This is an optimization exercise on Yosys and OpenROAD, whose aim is small area, a short achievable clock period and few clock cycles per item, not a production implementation. Only simulation tests tie the RTL to the original design; equivalence was not proved. Power is estimated from default activity; no workload was simulated.

--- flow/config.mk ---
export PLATFORM = sky130hd
export DESIGN_NAME = muldiv_unit
export DESIGN_NICKNAME = muldiv_unit
export VERILOG_FILES = /design/flow/design.v
export SDC_FILE = /design/flow/constraint.sdc
export NUM_CORES = 4
export LEC_CHECK = 0
export CAP_MARGIN = 20
export CORE_MARGIN = 2
export CORE_UTILIZATION = 40
export SLEW_MARGIN = 20
--- flow/constraint.sdc ---
create_clock -name core_clock -period 12.0 [get_ports {clk}]
set_input_delay 2.4000 -clock core_clock [delete_from_list [all_inputs] [get_ports {clk}]]
set_output_delay 2.4000 -clock core_clock [all_outputs]
set_load 0.01 [all_outputs]
--- flow/design.v ---
module muldiv_unit #(
  parameter int XLEN = 32
) (
  input  logic            clk,
  input  logic            rst,
  input  logic            start,
  input  logic            flush,
  input  logic [2:0]      funct3,
  input  logic [XLEN-1:0] op_a,
  input  logic [XLEN-1:0] op_b,
  output logic            busy,
  output logic            done,
  output logic [XLEN-1:0] result,
  output logic            illegal
);
  localparam logic [2:0] S_IDLE  = 3'd0;
  localparam logic [2:0] S_MUL   = 3'd1;   
  localparam logic [2:0] S_MHU   = 3'd2;   
  localparam logic [2:0] S_DPRE  = 3'd3;   
  localparam logic [2:0] S_NEGB  = 3'd4;   
  localparam logic [2:0] S_ALIGN = 3'd5;   
  localparam logic [2:0] S_SUB   = 3'd6;   
  localparam logic [2:0] S_FIX   = 3'd7;   
  logic [2:0]  state;
  logic        done_r;
  logic [2:0]  f3;
  logic [32:0] h;        
  logic [31:0] l;        
  logic [31:0] x;        
  logic        bprev;    
  logic        first;    
  logic [4:0]  cnt;      
  logic        na, nb;   
  assign busy    = (state != S_IDLE);
  assign done    = done_r;
  assign result  = h[31:0];
  assign illegal = 1'b0;
  wire accept  = start && !busy && !flush;
  wire is_rem  = f3[1];
  wire dsigned = !f3[0];
  logic        a_zero, a_inv, b_inv, cin;
  logic [1:0]  b_sel;    
  logic        ms;       
  logic [34:0] a_in, b_raw, b_in, sum;
  always_comb begin
    ms = x[31] & !f3[1] & !f3[2];
    a_in = a_zero ? 35'd0 : {{2{h[32]}}, h};
    a_in = a_in ^ {35{a_inv}};
    case (b_sel)
      2'd0:    b_raw = 35'd0;
      2'd1:    b_raw = {ms, ms, ms, x};
      2'd2:    b_raw = {ms, ms, x, 1'b0};
      default: b_raw = {3'b000, l};
    endcase
    b_in = b_raw ^ {35{b_inv}};
    sum  = a_in + b_in + {34'd0, cin};
  end
  logic       bz_mul;    
  logic       bneg, b2;
  always_comb begin
    bneg   = l[1];
    b2     = (l[1] & !l[0] & !bprev) | (!l[1] & l[0] & bprev);
    bz_mul = (l[1] & l[0] & bprev) | (!l[1] & !l[0] & !bprev);
  end
  wire skip8 = (cnt <= 5'd12) && (&{l[7:0], bprev} || !(|{l[7:0], bprev}));
  logic [31:0] smear;
  always_comb begin
    smear[31] = h[31];
    for (int i = 30; i >= 0; i--) smear[i] = smear[i+1] | h[i];
  end
  wire x_zero = (x == 32'd0);
  wire t4 = (x[31:28] == 4'd0) && (({x[27:0], 4'd0} & ~smear) == 32'd0);
  wire t1 = !x[31] && (({x[30:0], 1'b0} & ~smear) == 32'd0);
  wire q  = !sum[34];
  always_comb begin
    a_zero = 1'b0; a_inv = 1'b0; b_inv = 1'b0; cin = 1'b0; b_sel = 2'd0;
    case (state)
      S_MUL: begin
        a_zero = first;
        b_sel  = bz_mul ? 2'd0 : (b2 ? 2'd2 : 2'd1);
        b_inv  = bneg;
        cin    = bneg;
      end
      S_MHU: begin
        b_sel = 2'd1;
      end
      S_DPRE: begin             
        a_inv = 1'b1;
        cin   = 1'b1;
      end
      S_NEGB: begin             
        a_zero = 1'b1;
        b_sel  = 2'd1;
        b_inv  = 1'b1;
        cin    = 1'b1;
      end
      S_FIX: begin
        if (is_rem) begin       
          a_inv = 1'b1;
          cin   = 1'b1;
        end else begin          
          a_zero = 1'b1;
          b_sel  = 2'd3;
          b_inv  = (f3[2] & (na ^ nb));
          cin    = (f3[2] & (na ^ nb));
        end
      end
      default: begin            
        b_sel = 2'd1;
        b_inv = 1'b1;
        cin   = 1'b1;
      end
    endcase
  end
  always_ff @(posedge clk) begin
    if (rst) begin
      state  <= S_IDLE;
      done_r <= 1'b0;
    end else begin
      done_r <= 1'b0;
      if (flush) begin
        state <= S_IDLE;
      end else begin
        case (state)
          S_IDLE: begin
            if (accept) state <= funct3[2] ? S_DPRE : S_MUL;
          end
          S_MUL: begin
            if ((skip8 ? cnt + 5'd4 : cnt + 5'd1) == 5'd16) begin
              if (f3[1:0] == 2'b00) begin
                state <= S_FIX;
              end else if (f3[1:0] == 2'b11 && (skip8 ? l[7] : l[1])) begin
                state <= S_MHU;
              end else begin
                state  <= S_IDLE;
                done_r <= 1'b1;
              end
            end
          end
          S_MHU: begin
            state  <= S_IDLE;
            done_r <= 1'b1;
          end
          S_DPRE: begin
            if (x_zero) begin
              state  <= S_IDLE;
              done_r <= 1'b1;
            end else if (nb) begin
              state <= S_NEGB;
            end else begin
              state <= S_ALIGN;
            end
          end
          S_NEGB: state <= S_ALIGN;
          S_ALIGN, S_SUB: begin
            if ((state == S_SUB || (!t4 && !t1)) && cnt == 5'd0) begin
              if (!is_rem || na) begin
                state <= S_FIX;
              end else begin
                state  <= S_IDLE;
                done_r <= 1'b1;
              end
            end else if (state == S_ALIGN && !t4 && !t1) begin
              state <= S_SUB;
            end
          end
          S_FIX: begin
            state  <= S_IDLE;
            done_r <= 1'b1;
          end
          default: state <= S_IDLE;
        endcase
      end
    end
  end
  always_ff @(posedge clk) begin
    case (state)
      S_IDLE: begin
        f3    <= funct3;
        h     <= {1'b0, op_a};
        l     <= op_a;
        x     <= op_b;
        bprev <= 1'b0;
        first <= 1'b1;
        cnt   <= 5'd0;
        na    <= !funct3[0] & op_a[31];
        nb    <= !funct3[0] & op_b[31];
      end
      S_MUL: begin
        first <= 1'b0;
        if (skip8) begin
          h     <= first ? 33'd0 : {{8{h[32]}}, h[32:8]};
          l     <= {(first ? 8'd0 : h[7:0]), l[31:8]};
          bprev <= l[7];
          cnt   <= cnt + 5'd4;
        end else begin
          h     <= sum[34:2];
          l     <= {sum[1:0], l[31:2]};
          bprev <= l[1];
          cnt   <= cnt + 5'd1;
        end
      end
      S_MHU: h <= sum[32:0];
      S_DPRE: begin
        if (x_zero) begin
          if (!is_rem) h <= {33{1'b1}};
        end else if (na) begin
          h <= {1'b0, sum[31:0]};
        end
      end
      S_NEGB: x <= sum[31:0];
      S_ALIGN, S_SUB: begin
        if (state == S_ALIGN && t4) begin
          x   <= {x[27:0], 4'd0};
          cnt <= cnt + 5'd4;
        end else if (state == S_ALIGN && t1) begin
          x   <= {x[30:0], 1'b0};
          cnt <= cnt + 5'd1;
        end else begin
          if (q) h <= sum[32:0];
          l   <= {(state == S_SUB) ? l[30:0] : 31'd0, q};
          x   <= {1'b0, x[31:1]};
          cnt <= cnt - 5'd1;
        end
      end
      S_FIX: h <= sum[32:0];
      default: ;
    endcase
  end
endmodule
--- flow/run.sh ---
#!/bin/bash
# synth_recipe.tcl (not shown) runs the flow's synth.tcl, then flattens the netlist and writes it again
# the make line also repeats each setting of config.mk as NAME=value (left out here)
make -C /OpenROAD-flow-scripts/flow DESIGN_CONFIG=/design/flow/config.mk WORK_HOME=/design/flow/orfs CLKGATE_MAP_FILE= SYNTH_SCRIPT=/design/flow/synth_recipe.tcl finish
==> run notes <==
==> power groups by stage <==
stage,registers (mW),clock network [mW],logic (mW)
2_1_floorplan,0.533,0,0.539
3_3_place_gp,0.585,0,0.759
3_5_place_dp,0.585,0,0.759
4_1_cts,0.578,0.443,0.765
5_1_grt,0.585,0.460,0.849
6_report,0.584,0.442,0.785
==> layer usage <==
metal | wire length, µm | global-route usage | vias up
met5 | 0 | 0 | -
met4 | 1340 | 0.0970 | 0
met3 | 6040 | 0.0728 | 112
met2 | 20900 | 0.472 | 777
met1 | 20300 | 0.450 | 5834
li1 | - | - | 5522
==> final cells by class <==
| type | count | area share |
|---|---|---|
| clock buffer | 18 | 0.0324 |
| clock inverter | 11 | 0.00387 |
| inverter | 45 | 0.0127 |
| multi-input combinational | 1212 | 0.570 |
| sequential | 113 | 0.253 |
| tap | 384 | 0.0362 |
| timing repair buffer | 125 | 0.0919 |
==> final timing paths <==
kind / startpoint / to / slack (ps) / depth (start not counted)
worst max-delay path: state[1] / h[32] / 4580 / 19
worst min-delay path: nb / state[0] / 640 / 3
worst max register to register: state[1] / h[32] / 4580 / 19
worst min register to register: nb / state[0] / 640 / 3
==> worst register-to-register path, stage by stage, from the launching register on <==
cell     delay [ps]
dfxtp_2         970
nand2_1         460
nand2_1         510
buf_4           390
nor2_1          160
a21oi_2         140
buf_4           390
nand2_1         190
xor2_1          170
fa_1            440
fa_1            420
nor2b_1         180
o31a_1          190
o31a_1          340
o21a_1          320
a21oi_1         160
a211o_1         310
o21ai_1         390
o31a_2          760
nor2b_1         230
==> Yosys cell counts, drive strengths merged (18+ instances only) <==
cell type	instances
buf	53
nand2	228
o21ai	169
a22oi	20
edfxtp	109
clkbuf	74
mux2i	50
a31oi	26
xnor2	52
ha	39
nor3	22
o211ai	18
inv	45
nand3	30
nor2	136
xor2	43
a21oi	127
==> logic make-up (layout without fill, tap and decap cells) <==
family,Yosys count,in the layout,share of synthesized area
AOI/OAI and AO/OA,513,513,0.282
xor gates and xnor gates,95,95,0.0716
adders and majority gates,41,41,0.0454
buffers and inverters,172,199,0.0690
DFF,113,113,0.289
muxes,56,56,0.0492
other,1,1,0.000323
and+or+nand+nor,506,506,0.194
==> metrics by stage <==
stage	worst slack [ps]	power [mW]
3_3_place_gp	5020	1.34
5_1_grt	4360	1.89
3_5_place_dp	4870	1.34
2_1_floorplan	5950	1.07
6_report	4580	1.81
4_1_cts	4860	1.79
==> flip-flops by register name, indices dropped and copies added, names as in the netlist <==
signal / cells
x: 32
na: 1
h: 33
cnt: 5
first: 1
nb: 1
l: 32
done_r: 1
state: 3
f3: 3
bprev: 1
==> impl_metrics.tcl <==
set metrics [dict create \
    status "finished clean" \
    place.gp.congestion 1.00 \
    port_buffers 104 \
    dp_hpwl_um 35600 \
    wl_per_cell_um 25.5 \
    drive_gt1_frac 0.0531 \
    syn_area_per_cell_um2 7.76 \
    slew_headroom 0.328 \
    critPathArrivalTime_ps 7550 \
    stdcell_count 1908 \
    max_cap_violations 0 \
    period_share 0.618 \
    antenna_found_initial 0 \
    swShare 0.426 \
    clkPwrFrac 0.244 \
    yosysWarnings 1 \
    cts_buffers 17 \
    pwr-share-comb 0.434 \
    synth_edf_count 109 \
    cpMostUsedCell "nand2_1" \
    grt_pass1_wl_um 72600 \
    setup_violations 0 \
    path_delay_family "compound AO/OA/AOI/OAI gates" \
    clk_latency_ps 430 \
    syn_nets 1609 \
    core_um2 28600 \
    p_per_area_nw_per_um2 137 \
    dp_cells 1878 \
    num_antenna_cells 0 \
    post-cts-setup-buffers 0 \
    synth_largest_area_cell "edfxtp_1" \
    ant_nets 0 \
    rsz0062_at_grt "no" \
    p_int_mw 1.04 \
    regArea_um2 3360 \
    fmax_mhz 135 \
    via_count 12245 \
    switchingPower_mw 0.771 \
    grt_max_degree 80 \
    async_reset_ff_frac 0 \
    drc_errors 0 \
    hold_slack_ps 637 \
    cts.sinks 113 \
    die_h_um 174 \
    drv_slew 0 \
    cp.required_ps 12130 \
    ys_seq_area_frac 0.289 \
    tightest_slew_ps 1010 \
    fillCellCount 2849 \
    synth-seq-cells 113 \
    start_util 0.406 \
    wirelength_um 48600 \
    synth_area_leaders "edfxtp_1, nand2_1, o21ai_0" \
    critical_path_class "flop to flop" \
    crit_buf_inv 2 \
    synth_top_area_share 0.282 \
    final_util 0.463 \
    layout_common_cells "nand2_1, o21ai_0, nor2_1" \
    placed_area_um2 12700 \
    grt_pass1_vias 11396 \
    design_area_um2 13300 \
    peakVddDrop_mv 0.0967 \
    startpoint_type "flop" \
    grt_overflow 0 \
    grt_use_total 0.315 \
    pwr-share-seq 0.322 \
    cts_hold_buf 0 \
    cts-root-buf "clkbuf_16" \
    drtPass1Iterations 8 \
    cts_buffer_depth 2 \
    synth_cell_types 88 \
    cpMaxStageDelayCell "dfxtp_2" \
    finalHoldViolCount 0 \
    syn-cell-area_um2 11600 \
    crit_chain "nand2_1, nand2_1, buf_4, nor2_1, a21oi_2, buf_4, nand2_1, xor2_1, fa_1, fa_1, nor2b_1, o31a_1, o31a_1, o21a_1, a21oi_1, a211o_1, o21ai_1, o31a_2, nor2b_1" \
    fin_nets 1626 \
    finClkSkew_ps 15.8 \
    syn2layout_area_growth_pct 14.1 \
    multiInputGateArea_um2 7550 \
    slowest_delay_ps 970 \
    finalSetupTns_ps 0 \
    p_leak_nw 4.98 \
    cts_tree "done" \
    cts.htree.levels 4 \
    boundaryPins 106 \
    finalCriticalPeriod_ps 7420 \
    dieArea_um2 30400 \
    critPathCaptureType "flop" \
    clk_pin_slew_worst_paths_ps 60 \
    final_common_cell "nand2_1" \
    crit_fanout 48 \
    cts_resized 0 \
    hold_path.class "flop to flop" \
    die_w_um 174 \
    netlist_instances 1497 \
    synthFlopType "edfxtp_1" \
    drt_iter0_markers 1780 \
    viasPerCell 6.42 \
    rows 62 \
]
Testbench counts, summed over its fixed seeds: cycles 100,764, ops 8,000.

## port drivers added, routing unchanged
No port has a modelled driver above. Below, the same layout with a new extraction and two added sets of constraints.
Step 1 (the two cells are an assumption about what drives the block):
set clk [get_ports {clk}]
set_driving_cell -lib_cell sky130_fd_sc_hd__clkbuf_16 $clk
set_driving_cell -lib_cell sky130_fd_sc_hd__buf_2 [delete_from_list [all_inputs] $clk]
Step 2 moves the port delays by t, midway between the first and last clock arrival at a register: inputs arrive t later, outputs are due t later. That takes back most of the time a late clock gives input paths.
Three values: ideal, step 1, step 2; two values: the first two.
t (ns): 0.468
slack for setup (ns): 4.583 / 4.583 / 4.583
worst register clock-pin slew, ns: 0.06 / 0.06
worst data-port slew with drivers (ns): 0.07
cell pins on the clock port's net: 1
After both steps this run still meets setup and hold. For this run, drivers alone change the setup slack by 0.000 ns; drivers and shift together by 0.000 ns.
